This is an optimization exercise on Yosys and OpenROAD, whose aim is small area, not a production implementation.
The RTL was checked by simulation tests, not by an equivalence proof against the original design.
No activity file was given, so power comes from the tool's default toggle rates.

== job 101 ==
==> flow/design.v <==
module regfile_decode #(
    parameter int XLEN = 32,
    parameter int NREG = 32,
    parameter int AW   = 5
) (
    input  logic            clk,
    input  logic            reset,
    input  logic            in_valid,
    output logic            in_ready,
    input  logic [31:0]     ir_i,
    output logic            out_valid,
    input  logic            out_ready,
    output logic [XLEN-1:0] ra_o,
    output logic [XLEN-1:0] rb_o,
    output logic [XLEN-1:0] imm_o,
    output logic [4:0]      itype_o,
    output logic [AW-1:0]   rd_o,
    input  logic            wb_en_i,
    input  logic [AW-1:0]   wb_addr_i,
    input  logic [XLEN-1:0] wb_data_i
);
    localparam logic [6:0] OP_R = 7'b0110011;
    localparam logic [6:0] OP_I = 7'b0010011;
    localparam logic [6:0] OP_S = 7'b0100011;
    localparam logic [6:0] OP_U = 7'b0110111;
    logic [4:0] rs1, rs2;
    assign rs1 = ir_i[19:15];
    assign rs2 = ir_i[24:20];
    logic accept, load;
    assign in_ready = reset | ~out_valid | out_ready;
    assign accept   = in_valid & in_ready & ~reset;
    assign load     = accept | reset;
    logic is_r, is_i, is_s, is_u, is_ill;
    assign is_r   = ~reset & (ir_i[6:0] == OP_R);
    assign is_i   = ~reset & (ir_i[6:0] == OP_I);
    assign is_s   = ~reset & (ir_i[6:0] == OP_S);
    assign is_u   = ~reset & (ir_i[6:0] == OP_U);
    assign is_ill = ~reset & ~(is_r | is_i | is_s | is_u);
    logic use1, use2;
    assign use1 = is_r | is_i | is_s;
    assign use2 = is_r | is_s;
    logic [3:0]  whi;
    logic [7:0]  wlo;
    for (genvar j = 0; j < 4; j++) begin : g_whi
        assign whi[j] = reset | (wb_en_i & (wb_addr_i[4:3] == 2'(j)));
    end
    for (genvar i = 0; i < 8; i++) begin : g_wlo
        assign wlo[i] = reset | (wb_addr_i[2:0] == 3'(i));
    end
    logic        rst_n;
    logic [31:0] wdata;
    assign rst_n = ~reset;
    for (genvar b = 0; b < 32; b++) begin : g_wd
        regfile_decode_and2 u_wd (.a(wb_data_i[b]), .b(rst_n), .y(wdata[b]));
    end
    logic [31:1] de, de_n;
    logic [31:0] regs [1:31];
    for (genvar k = 1; k < 32; k++) begin : g_rf
        regfile_decode_and2  u_de  (.a(whi[k / 8]), .b(wlo[k % 8]), .y(de[k]));
        regfile_decode_nand2 u_den (.a(whi[k / 8]), .b(wlo[k % 8]), .y(de_n[k]));
        always_ff @(posedge clk) begin
            if (de[k]) regs[k] <= wdata;
        end
    end
    logic [3:0]  r1hi, r2hi;
    logic [7:0]  r1lo, r2lo;
    for (genvar j = 0; j < 4; j++) begin : g_rhi
        assign r1hi[j] = use1 & (rs1[4:3] == 2'(j));
        assign r2hi[j] = use2 & (rs2[4:3] == 2'(j));
    end
    for (genvar i = 0; i < 8; i++) begin : g_rlo
        assign r1lo[i] = rs1[2:0] == 3'(i);
        assign r2lo[i] = rs2[2:0] == 3'(i);
    end
    logic [31:1] sel1, sel2;
    logic        byp1, byp2;
    for (genvar k = 1; k < 32; k++) begin : g_sel
        regfile_decode_and3 u_s1 (.a(r1hi[k / 8]), .b(r1lo[k % 8]), .c(de_n[k]), .y(sel1[k]));
        regfile_decode_and3 u_s2 (.a(r2hi[k / 8]), .b(r2lo[k % 8]), .c(de_n[k]), .y(sel2[k]));
    end
    assign byp1 = use1 & (rs1 != 5'd0) & wb_en_i & (wb_addr_i == rs1);
    assign byp2 = use2 & (rs2 != 5'd0) & wb_en_i & (wb_addr_i == rs2);
    logic [31:0] imm_sel_a, imm_dat_a;    
    logic        iu;
    assign iu = is_i | is_u;
    for (genvar b = 0; b < 32; b++) begin : g_imm
        if (b < 11) begin : g_lo
            assign imm_sel_a[b] = is_i;
            assign imm_dat_a[b] = ir_i[20 + b];
        end else if (b < 31) begin : g_mid
            assign imm_sel_a[b] = is_i;
            assign imm_dat_a[b] = ir_i[31];
        end else begin : g_top
            assign imm_sel_a[b] = iu;
            assign imm_dat_a[b] = ir_i[31];
        end
    end
    logic [31:0] ra_n, rb_n;
    for (genvar b = 0; b < 32; b++) begin : g_rd
        logic [31:1] col;
        for (genvar k = 1; k < 32; k++) begin : g_col
            assign col[k] = regs[k][b];
        end
        logic [10:0] ga;
        for (genvar j = 0; j < 10; j++) begin : g_a
            regfile_decode_aoi222 u (
                .a1(sel1[3*j+1]), .b1(col[3*j+1]),
                .a2(sel1[3*j+2]), .b2(col[3*j+2]),
                .a3(sel1[3*j+3]), .b3(col[3*j+3]), .y(ga[j]));
        end
        regfile_decode_nand2 u_a10 (.a(sel1[31]), .b(col[31]), .y(ga[10]));
        logic        gp;
        regfile_decode_nand2 u_ap (.a(byp1), .b(wdata[b]), .y(gp));
        logic [2:0] ha;
        regfile_decode_nand4 u_ha0 (.a(ga[0]), .b(ga[1]), .c(ga[2]), .d(ga[3]), .y(ha[0]));
        regfile_decode_nand4 u_ha1 (.a(ga[4]), .b(ga[5]), .c(ga[6]), .d(ga[7]), .y(ha[1]));
        regfile_decode_nand4 u_ha2 (.a(ga[8]), .b(ga[9]), .c(ga[10]), .d(gp), .y(ha[2]));
        regfile_decode_or3 u_ya (.a(ha[0]), .b(ha[1]), .c(ha[2]), .y(ra_n[b]));
        logic [10:0] gb;
        for (genvar j = 0; j < 10; j++) begin : g_b
            regfile_decode_aoi222 u (
                .a1(sel2[3*j+1]), .b1(col[3*j+1]),
                .a2(sel2[3*j+2]), .b2(col[3*j+2]),
                .a3(sel2[3*j+3]), .b3(col[3*j+3]), .y(gb[j]));
        end
        regfile_decode_aoi222 u_b10 (
            .a1(sel2[31]), .b1(col[31]), .a2(byp2), .b2(wdata[b]),
            .a3(imm_sel_a[b]), .b3(imm_dat_a[b]), .y(gb[10]));
        logic [2:0] hb;
        regfile_decode_nand4 u_hb0 (.a(gb[0]), .b(gb[1]), .c(gb[2]), .d(gb[3]), .y(hb[0]));
        if (b >= 12 && b < 31) begin : g_u
            logic gu;
            regfile_decode_nand2 u_gu (.a(is_u), .b(ir_i[b]), .y(gu));
            regfile_decode_nand4 u_hb1 (.a(gb[4]), .b(gb[5]), .c(gb[6]), .d(gb[7]), .y(hb[1]));
            regfile_decode_nand4 u_hb2 (.a(gb[8]), .b(gb[9]), .c(gb[10]), .d(gu), .y(hb[2]));
        end else begin : g_nu
            regfile_decode_nand4 u_hb1 (.a(gb[4]), .b(gb[5]), .c(gb[6]), .d(gb[7]), .y(hb[1]));
            regfile_decode_nand3 u_hb2 (.a(gb[8]), .b(gb[9]), .c(gb[10]), .y(hb[2]));
        end
        regfile_decode_or3 u_yb (.a(hb[0]), .b(hb[1]), .c(hb[2]), .y(rb_n[b]));
    end
    logic [31:0] ra_q, rb_q;
    logic [2:0]  ty_q;      
    logic [4:0]  lo_q;      
    logic [6:0]  hi_q;      
    logic [2:0]  ty_n;
    logic [4:0]  lo_n;
    logic [6:0]  hi_n;
    assign ty_n = {iu, is_s | is_ill, is_r | is_ill | is_u};
    assign lo_n = {5{use1 | is_u}} & ir_i[11:7];
    assign hi_n = {7{is_s}} & ir_i[31:25];
    always_ff @(posedge clk) begin
        if (load) begin
            ra_q <= ra_n;
            rb_q <= rb_n;
            ty_q <= ty_n;
            lo_q <= lo_n;
            hi_q <= hi_n;
        end
    end
    always_ff @(posedge clk) begin
        if (reset)       out_valid <= 1'b0;
        else if (accept) out_valid <= 1'b1;
        else if (out_ready) out_valid <= 1'b0;
    end
    logic iu_q, s_q;
    assign iu_q = ty_q[2];
    assign s_q  = ty_q[1] & ~ty_q[0];
    assign ra_o    = ra_q;
    assign rb_o    = rb_q;
    assign itype_o = {ty_q[1] & ty_q[0],              
                      ty_q[2] & ty_q[0],              
                      s_q,                            
                      ty_q[2] & ~ty_q[0],             
                      ~ty_q[2] & ~ty_q[1] & ty_q[0]}; 
    assign rd_o    = lo_q & {5{~s_q}};
    assign imm_o   = ({32{iu_q}} & rb_q)
                   | {{20{hi_q[6]}}, hi_q, lo_q & {5{s_q}}};
endmodule
module regfile_decode_aoi222 (
    input  logic a1, b1, a2, b2, a3, b3,
    output logic y
);
    assign y = ~((a1 & b1) | (a2 & b2) | (a3 & b3));
endmodule
module regfile_decode_nand4 (
    input  logic a, b, c, d,
    output logic y
);
    assign y = ~(a & b & c & d);
endmodule
module regfile_decode_nand3 (
    input  logic a, b, c,
    output logic y
);
    assign y = ~(a & b & c);
endmodule
module regfile_decode_nand2 (
    input  logic a, b,
    output logic y
);
    assign y = ~(a & b);
endmodule
module regfile_decode_or3 (
    input  logic a, b, c,
    output logic y
);
    assign y = a | b | c;
endmodule
module regfile_decode_and2 (
    input  logic a, b,
    output logic y
);
    assign y = a & b;
endmodule
module regfile_decode_and3 (
    input  logic a, b, c,
    output logic y
);
    assign y = a & b & c;
endmodule
Settings: LEC_CHECK=0, CAP_MARGIN=20, CORE_MARGIN=2, CORE_UTILIZATION=40, PLACE_DENSITY=0.8, SLEW_MARGIN=20, SYNTH_HIERARCHICAL=1; clock period 5.0 ns.
standard.sh (not shown) runs the stock make flow with config.mk's settings and CLKGATE_MAP_FILE= SYNTH_SCRIPT=/design/flow/synth_recipe.tcl, a recipe that flattens the netlist after the stock synthesis.
==> flow/flow/run.sh <==
#!/bin/bash
# Standard layout (standard.sh) with three changes:
#  * port buffers use the smallest buffer cell (buf_1);
#  * before global placement, the and2/and3 gates that drive the long decoded
#    select, write-enable and write-data lines (16+ pins) are made _4 strength
#    (flow/upsize_lines.tcl), so they need no buffer trees;
#  * the clock tree uses clkbuf_4 with up to 10 flip-flops per leaf buffer and
#    no dummy loads.
set -e
export BUFFER_PORTS_ARGS="-buffer_cell sky130_fd_sc_hd__buf_1"
export PRE_GLOBAL_PLACE_TCL="$PWD/flow/upsize_lines.tcl"
export CTS_ARGS="-sink_clustering_enable -repair_clock_nets -sink_clustering_size 10 -sink_clustering_max_diameter 40 -buf_list sky130_fd_sc_hd__clkbuf_4 -dont_use_dummy_load"
bash standard.sh > standard.log 2>&1
==> flow/flow/upsize_lines.tcl <==
# Give the long decoded select, write-enable and write-data lines a strong
# driver up front, so that they need no buffer trees: every and2/and3 whose
# output drives 16 or more pins becomes its _4 variant.
set n_up 0
foreach inst [[ord::get_db_block] getInsts] {
  set m [[$inst getMaster] getName]
  if {![regexp {^sky130_fd_sc_hd__(and2|and3)_[0-9]$} $m -> fam]} { continue }
  foreach it [$inst getITerms] {
    if {![$it isOutputSignal]} { continue }
    set net [$it getNet]
    if {$net eq "NULL"} { continue }
    if {[llength [$net getITerms]] - 1 >= 16} {
      $inst swapMaster [[ord::get_db] findMaster sky130_fd_sc_hd__${fam}_4]
      incr n_up
    }
  }
}
puts "upsize_lines: $n_up drivers upsized"
Job 101 ran to completion and came out clean on the timing, DRC and antenna checks.
--- input diff job 101..job 102 ---
# job 101
export LEC_CHECK = 0
export CAP_MARGIN = 20
export CORE_MARGIN = 2
export CORE_UTILIZATION = 40
export PLACE_DENSITY = 0.8
export SLEW_MARGIN = 20
export SYNTH_HIERARCHICAL = 1
create_clock -name core_clock -period 5.0 [get_ports {clk}]
# job 102
export LEC_CHECK = 0
export CAP_MARGIN = 20
export CORE_MARGIN = 2
export CORE_UTILIZATION = 40
export SLEW_MARGIN = 20
export SYNTH_HIERARCHICAL = 1
create_clock -name core_clock -period 5.0 [get_ports {clk}]
==> flow/flow/run.sh <==
#!/bin/bash
# Standard layout (standard.sh) with two changes: port buffers use the
# smallest buffer cell, and the clock tree uses larger sink clusters
# (up to 16 flip-flops per clkbuf_8) without dummy loads.
set -e
export BUFFER_PORTS_ARGS="-buffer_cell sky130_fd_sc_hd__buf_1"
export CTS_ARGS="-sink_clustering_enable -repair_clock_nets -sink_clustering_size 16 -sink_clustering_max_diameter 50 -buf_list sky130_fd_sc_hd__clkbuf_8 -dont_use_dummy_load"
bash standard.sh > standard.log 2>&1
removed: flow/flow/upsize_lines.tcl
Job 102: number of buffers created by CTS is 24% lower than what job 101 reported. | sequential share of power | job 102 vs job 101 | 2.8 points lower |. Job 102 ended up with a higher area of all placed cells without fillers than job 101 did. Job 102 ended up with a higher final-layout worst hold slack than job 101 did.

-- afterwards: timing with drivers on the ports --
In the flow no input, the clock included, has a driving cell. The finished layouts below were timed again as built, in two steps. Step 1 sets driving cells, clkbuf_16 on the clock port and buf_2 on the other inputs (assumed; they add their load-dependent delay and slew). Step 2 adds t to the input delays and takes it off the output delays; t is the mean of the earliest and latest rising clock arrival at the registers after step 1. Input paths then give back, and output paths get back, about the clock's delay inside the block. Slacks: ideal ports / drivers / drivers and shift; pairs: ideal ports / drivers.
| run | t, ns | setup slack, ns | worst setup path after step 2 | clock arrival spread, ns | worst data-port slew with drivers (ns) |
|---|---|---|---|---|---|
| job 101 | 1.087 | 1.276 / 1.306 / 0.219 | input to register | 0.145 / 0.145 | 0.07 |
| job 102 | 0.802 | 1.237 / 1.250 / 0.448 | input to register | 0.109 / 0.110 | 0.07 |
After both steps setup and hold are still met in every run listed. For job 101, which loses most, drivers alone change the setup slack by +0.030 ns; drivers and shift together by -1.057 ns.
